What follows belongs to an exercise in optimizing a design on an open flow for small area and a short achievable clock period; a production flow would make more cautious choices. Only simulation tests tie the RTL to the original design; equivalence was not proved. Power figures rest on the tool's default switching activity, not on a simulated workload.

==> trial 74: inputs <==
Design wb_regfile_top, start of the top module:
module wb_regfile_top #(
  parameter int ADDR_W = 3
) (
  input  logic              clk,
  input  logic              rst,
  input  logic              wb_v,
  input  logic              ld_gpr1,
  input  logic              ld_gpr2,
  input  logic              ld_gpr3,
  input  logic              dcache_write,
  input  logic              ld_flags,
  input  logic [31:0]       flags_affected,
  input  logic [31:0]       new_flags,
  input  logic              is_cmps_first,
  input  logic              is_cmps_second,
  input  logic              is_repne_first,
  input  logic [1:0]        datasize,
  input  logic [31:0]       alu_result,
  input  logic [31:0]       cmps_pointer,
  input  logic [31:0]       count,
  input  logic [31:0]       address,
  input  logic [ADDR_W-1:0] dr1,
  input  logic [ADDR_W-1:0] dr2,
  input  logic [ADDR_W-1:0] dr3,
  input  logic [ADDR_W-1:0] rd_addr_a,
  input  logic [ADDR_W-1:0] rd_addr_b,
  output logic [31:0]       rd_data_a,
  output logic [31:0]       rd_data_b,
  output logic [31:0]       flags,
  output logic              dcache_we,
  output logic [31:0]       dcache_data,
  output logic [31:0]       dcache_addr,
  output logic [1:0]        dcache_size,
  output logic              repne_done
);
clock: 5.5 ns
lec_check: 0
cap_margin: 20
core_margin: 2
core_utilization: 38
cts_buf_list: sky130_fd_sc_hd__clkbuf_4 sky130_fd_sc_hd__clkbuf_8
cts_cluster_diameter: 60
cts_cluster_size: 12
setup_slack_margin: 2.8
slew_margin: 20
synth_hierarchical: 1
tns_end_percent: 0
standard.sh (not shown) runs the stock make flow with config.mk's settings and CLKGATE_MAP_FILE= SYNTH_SCRIPT=/design/flow/synth_recipe.tcl, a recipe that flattens the netlist after the stock synthesis.
==> flow/flow/run.sh <==
#!/bin/bash
# Layout flow: the standard flow, with two changes:
#  - synthesis runs synth_recipe.tcl unchanged except that abc maps the logic
#    with flow/abc.script (a plain area-recovering mapping) instead of ORFS's
#    speed script;
#  - the port buffers are the smallest buffer cell, left to the resizer to upsize.
set -euo pipefail
W=$PWD
cat > $W/my_synth.tcl <<EOS
proc abc {args} {
  set i [lsearch -exact \$args -script]
  if {\$i >= 0} { lset args [expr {\$i + 1}] $W/flow/abc.script }
  yosys abc {*}\$args
}
source $W/synth_recipe.tcl
EOS
ARGS=(SYNTH_SCRIPT=$W/my_synth.tcl "BUFFER_PORTS_ARGS=-buffer_cell sky130_fd_sc_hd__buf_1")
bash standard.sh "${ARGS[@]}" synth > $W/synth.log 2>&1
bash standard.sh "${ARGS[@]}" finish > $W/layout.log 2>&1
==> flow/flow/abc.script <==
&get -n
&st
&dch
&nf
&put
==> inputs of build 68, as changes to trial 74 <==
--- a/flow/design.v
+++ b/flow/design.v
@@ -38,21 +38,12 @@
 module g_nor2 (input logic a, input logic b, output logic y);
   assign y = ~(a | b);
 endmodule
 module g_nand2 (input logic a, input logic b, output logic y);
   assign y = ~(a & b);
 endmodule
-module g_inv (input logic a, output logic y);
-  assign y = ~a;
-endmodule
-module g_nand3 (input logic a, input logic b, input logic c, output logic y);
-  assign y = ~(a & b & c);
-endmodule
-module g_mux2i (input logic s, input logic a1, input logic a0, output logic y);
-  assign y = ~(s ? a1 : a0);
-endmodule
 `timescale 1ns/100ps
 module and_prefix #(
   parameter int N = 32
 ) (
   input  logic [N-1:0] x,
   output logic [N-1:0] p
@@ -138,33 +129,30 @@
   input  logic [31:0] count,
   output logic [31:0] next_pointer_n,   
   output logic [31:0] first_pointer,
   output logic [31:0] next_count_zn,    
   output logic        repne_done
 );
+  logic [3:0]  lo;
   logic [2:0]  addend;
-  logic [2:0]  lo;
-  logic [31:0] g;
-  logic [28:0] gp, x_hi;
   logic        t;
+  logic [28:0] g, gp;
   always_comb begin
     case (datasize)
       wb_pkg::size_byte: addend = dir_flag ? 3'b111 : 3'b001;
       wb_pkg::size_word: addend = dir_flag ? 3'b110 : 3'b010;
       default:           addend = 3'b100;
     endcase
   end
-  assign lo = pointer[2:0] + addend;
-  assign g  = pointer ^ {32{dir_flag}};
-  assign t  = g[2] & (datasize[1] | g[1]) & (datasize[1] | datasize[0] | g[0]);
-  and_prefix #(.N(29)) ptr_pfx_i (.x(g[31:3]), .p(gp));
-  assign x_hi = pointer[31:3] ^ gp;
-  for (genvar b = 0; b < 29; b++) begin : g_np
-    g_mux2i np_i (.s(t), .a1(x_hi[b]), .a0(pointer[b+3]), .y(next_pointer_n[b+3]));
-  end
-  assign next_pointer_n[2:0] = ~lo;
+  assign lo = {1'b0, pointer[2:0]} + {1'b0, addend};
+  assign t  = lo[3] ^ dir_flag;
+  assign g  = pointer[31:3] ^ {29{dir_flag}};
+  and_prefix #(.N(29)) ptr_pfx_i (.x(g), .p(gp));
+  logic [31:0] next_pointer;
+  assign next_pointer   = {pointer[31:3] ^ ({29{t}} & gp), lo[2:0]};
+  assign next_pointer_n = ~next_pointer;
   logic [31:0] count_q;
   logic [31:0] count_base;
   logic [31:0] zp;
   logic        ld_fp;
   logic [31:0] fp_d;
   assign ld_fp = v && is_cmps_first;
@@ -290,38 +278,39 @@
   end
   always_ff @(posedge clk) begin
     q <= d;
   end
 endmodule
 `timescale 1ns/100ps
-module gpr_rgrp2
+module gpr_rgrp3
 (
-  input  logic [1:0] sel,
-  input  logic [1:0] d,
+  input  logic [2:0] sel,
+  input  logic [2:0] d,
   output logic       y_n
 );
   assign y_n = ~|(sel & d);
 endmodule
-module gpr_nand4
+module gpr_rgrp2
 (
-  input  logic [3:0] a,
-  output logic       y
+  input  logic [1:0] sel,
+  input  logic [1:0] d,
+  output logic       y_n
 );
-  assign y = ~&a;
+  assign y_n = ~|(sel & d);
 endmodule
 module gpr_rbit
 (
   input  logic [7:0] sel,
   input  logic [7:0] d,
   output logic       y
 );
-  logic [3:0] g_n;
-  for (genvar i = 0; i < 4; i++) begin : g_grp
-    gpr_rgrp2 grp_i (.sel(sel[2*i+1:2*i]), .d(d[2*i+1:2*i]), .y_n(g_n[i]));
-  end
-  gpr_nand4 or_i (.a(g_n), .y(y));
+  logic [2:0] g_n;
+  gpr_rgrp3 grp0_i (.sel(sel[2:0]), .d(d[2:0]), .y_n(g_n[0]));
+  gpr_rgrp3 grp1_i (.sel(sel[5:3]), .d(d[5:3]), .y_n(g_n[1]));
+  gpr_rgrp2 grp2_i (.sel(sel[7:6]), .d(d[7:6]), .y_n(g_n[2]));
+  assign y = ~&g_n;
 endmodule
 module gpr_read_port
 (
   input  logic [7:0][31:0] reg_q,
   input  logic [7:0]       sel,
   output logic [31:0]      rd_data
@@ -332,48 +321,29 @@
       .d   ({reg_q[7][b], reg_q[6][b], reg_q[5][b], reg_q[4][b],
              reg_q[3][b], reg_q[2][b], reg_q[1][b], reg_q[0][b]}),
       .y   (rd_data[b])
     );
   end
 endmodule
-module wd1_muxi
+module wd1_mux
 (
   input  logic        sel,
   input  logic [31:0] a,
   input  logic [31:0] b,
-  output logic [31:0] y_n
+  output logic [31:0] y
 );
-  assign y_n = ~(sel ? a : b);
+  assign y = sel ? a : b;
 endmodule
 module inv32
 (
   input  logic [31:0] a,
   output logic [31:0] y
 );
   assign y = ~a;
 endmodule
-module rd_decode
-(
-  input  logic [2:0] a,
-  output logic [7:0] sel
-);
-  logic [2:0] a_n;
-  logic [7:0] sel_n;
-  for (genvar i = 0; i < 3; i++) begin : g_c
-    g_inv inv_i (.a(a[i]), .y(a_n[i]));
-  end
-  for (genvar r = 0; r < 8; r++) begin : g_r
-    g_nand3 nand_i (
-      .a (r[0] ? a[0] : a_n[0]),
-      .b (r[1] ? a[1] : a_n[1]),
-      .c (r[2] ? a[2] : a_n[2]),
-      .y (sel_n[r])
-    );
-    g_inv drv_i (.a(sel_n[r]), .y(sel[r]));
-  end
-endmodule
+`timescale 1ns/100ps
 module wb_regfile_top #(
   parameter int ADDR_W = 3
 ) (
   input  logic              clk,
   input  logic              rst,
   input  logic              wb_v,
@@ -449,14 +419,14 @@
     .count          (count),
     .next_pointer_n (next_pointer_n),
     .first_pointer  (first_pointer),
     .next_count_zn  (next_count_zn),
     .repne_done     (repne_done)
   );
-  wd1_muxi wd1_mux_i (.sel(is_cmps_first), .a(first_pointer), .b(alu_result), .y_n(d1n));
-  inv32 wd1_inv_i (.a(d1n), .y(wd1));
+  wd1_mux wd1_mux_i (.sel(is_cmps_first), .a(first_pointer), .b(alu_result), .y(wd1));
+  inv32 wd1_inv_i (.a(wd1), .y(d1n));
   assign d2n = next_pointer_n;
   assign d3n = next_count_zn;
   for (genvar i = 0; i < 8; i++) begin : g_gpr
     gpr_slice gpr_slice_i (
       .clk (clk),
       .s3  (s3[i]),
@@ -466,14 +436,16 @@
       .d3n (d3n),
       .d2n (d2n),
       .d1n (d1n),
       .q   (reg_q[i])
     );
   end
-  rd_decode dec_a_i (.a(rd_addr_a), .sel(sel_a));
-  rd_decode dec_b_i (.a(rd_addr_b), .sel(sel_b));
+  for (genvar i = 0; i < 8; i++) begin : g_sel
+    assign sel_a[i] = (rd_addr_a == 3'(i));
+    assign sel_b[i] = (rd_addr_b == 3'(i));
+  end
   gpr_read_port read_a_i (.reg_q(reg_q), .sel(sel_a), .rd_data(rd_data_a));
   gpr_read_port read_b_i (.reg_q(reg_q), .sel(sel_b), .rd_data(rd_data_b));
   assign flags = {20'd0, fl_q[6], fl_q[5], 2'b00, fl_q[4], fl_q[3], 1'b0,
                   fl_q[2], 1'b0, fl_q[1], 1'b0, fl_q[0]};
   assign dcache_we   = wb_v && dcache_write;
   assign dcache_data = wd1;
CORE_UTILIZATION = 45   (was 38)
CTS_CLUSTER_DIAMETER = default   (was 60)
CTS_CLUSTER_SIZE = default   (was 12)
SETUP_SLACK_MARGIN = 2.2   (was 2.8)
TNS_END_PERCENT = default   (was 0)
==> comparison <==
Of build 68 and trial 74, trial 74 has the higher worst setup slack (gap 0.057 ns).
Global-route usage: build 68 is higher than trial 74 (1.7 points).
In trial 74 the utilization is lower than in build 68, by 8.2 points.
Against trial 74, the routed wire length of build 68 is smaller by about 11%.
Clock-buffer cell count: trial 74 is lower than build 68 (51).
Between build 68 and trial 74, the lower sequential share of layout area is in trial 74 (gap 0.97 points).
In trial 74 the clock power is lower than in build 68, by 25%.
Between trial 74 and build 68, the lower via count is in build 68 (gap about 5%, measured against build 68).
Against trial 74, the combinational power of build 68 is smaller by about 10%.

[afterwards: timing with drivers on the ports]
In the flow no input, the clock included, has a driving cell. The finished layouts below were timed again as built, in two steps.
Step 1 (the two cells are an assumption about what drives the block):
set clk [get_ports {clk}]
set_driving_cell -lib_cell sky130_fd_sc_hd__clkbuf_16 $clk
set_driving_cell -lib_cell sky130_fd_sc_hd__buf_2 [delete_from_list [all_inputs] $clk]
Step 2 adds t to the input delays and takes it off the output delays; t is the mean of the earliest and latest rising clock arrival at the registers after step 1. Input paths then give back, and output paths get back, about the clock's delay inside the block.
a / b / c = ideal ports / drivers / drivers and shift; a / b = the first two.
run	t, ns	setup slack, ns	worst register clock-pin slew, ns	worst data-port slew with drivers (ns)	cell pins on the clock port's net
trial 74	0.701	1.923 / 1.841 / 1.467	0.09 / 0.09	0.10	1
build 68	0.729	1.866 / 1.798 / 1.539	0.07 / 0.07	0.11	1
After both steps setup and hold are still met in every run listed. The setup slack of trial 74, which loses most, moves by -0.082 ns with the drivers and by -0.456 ns with both steps.
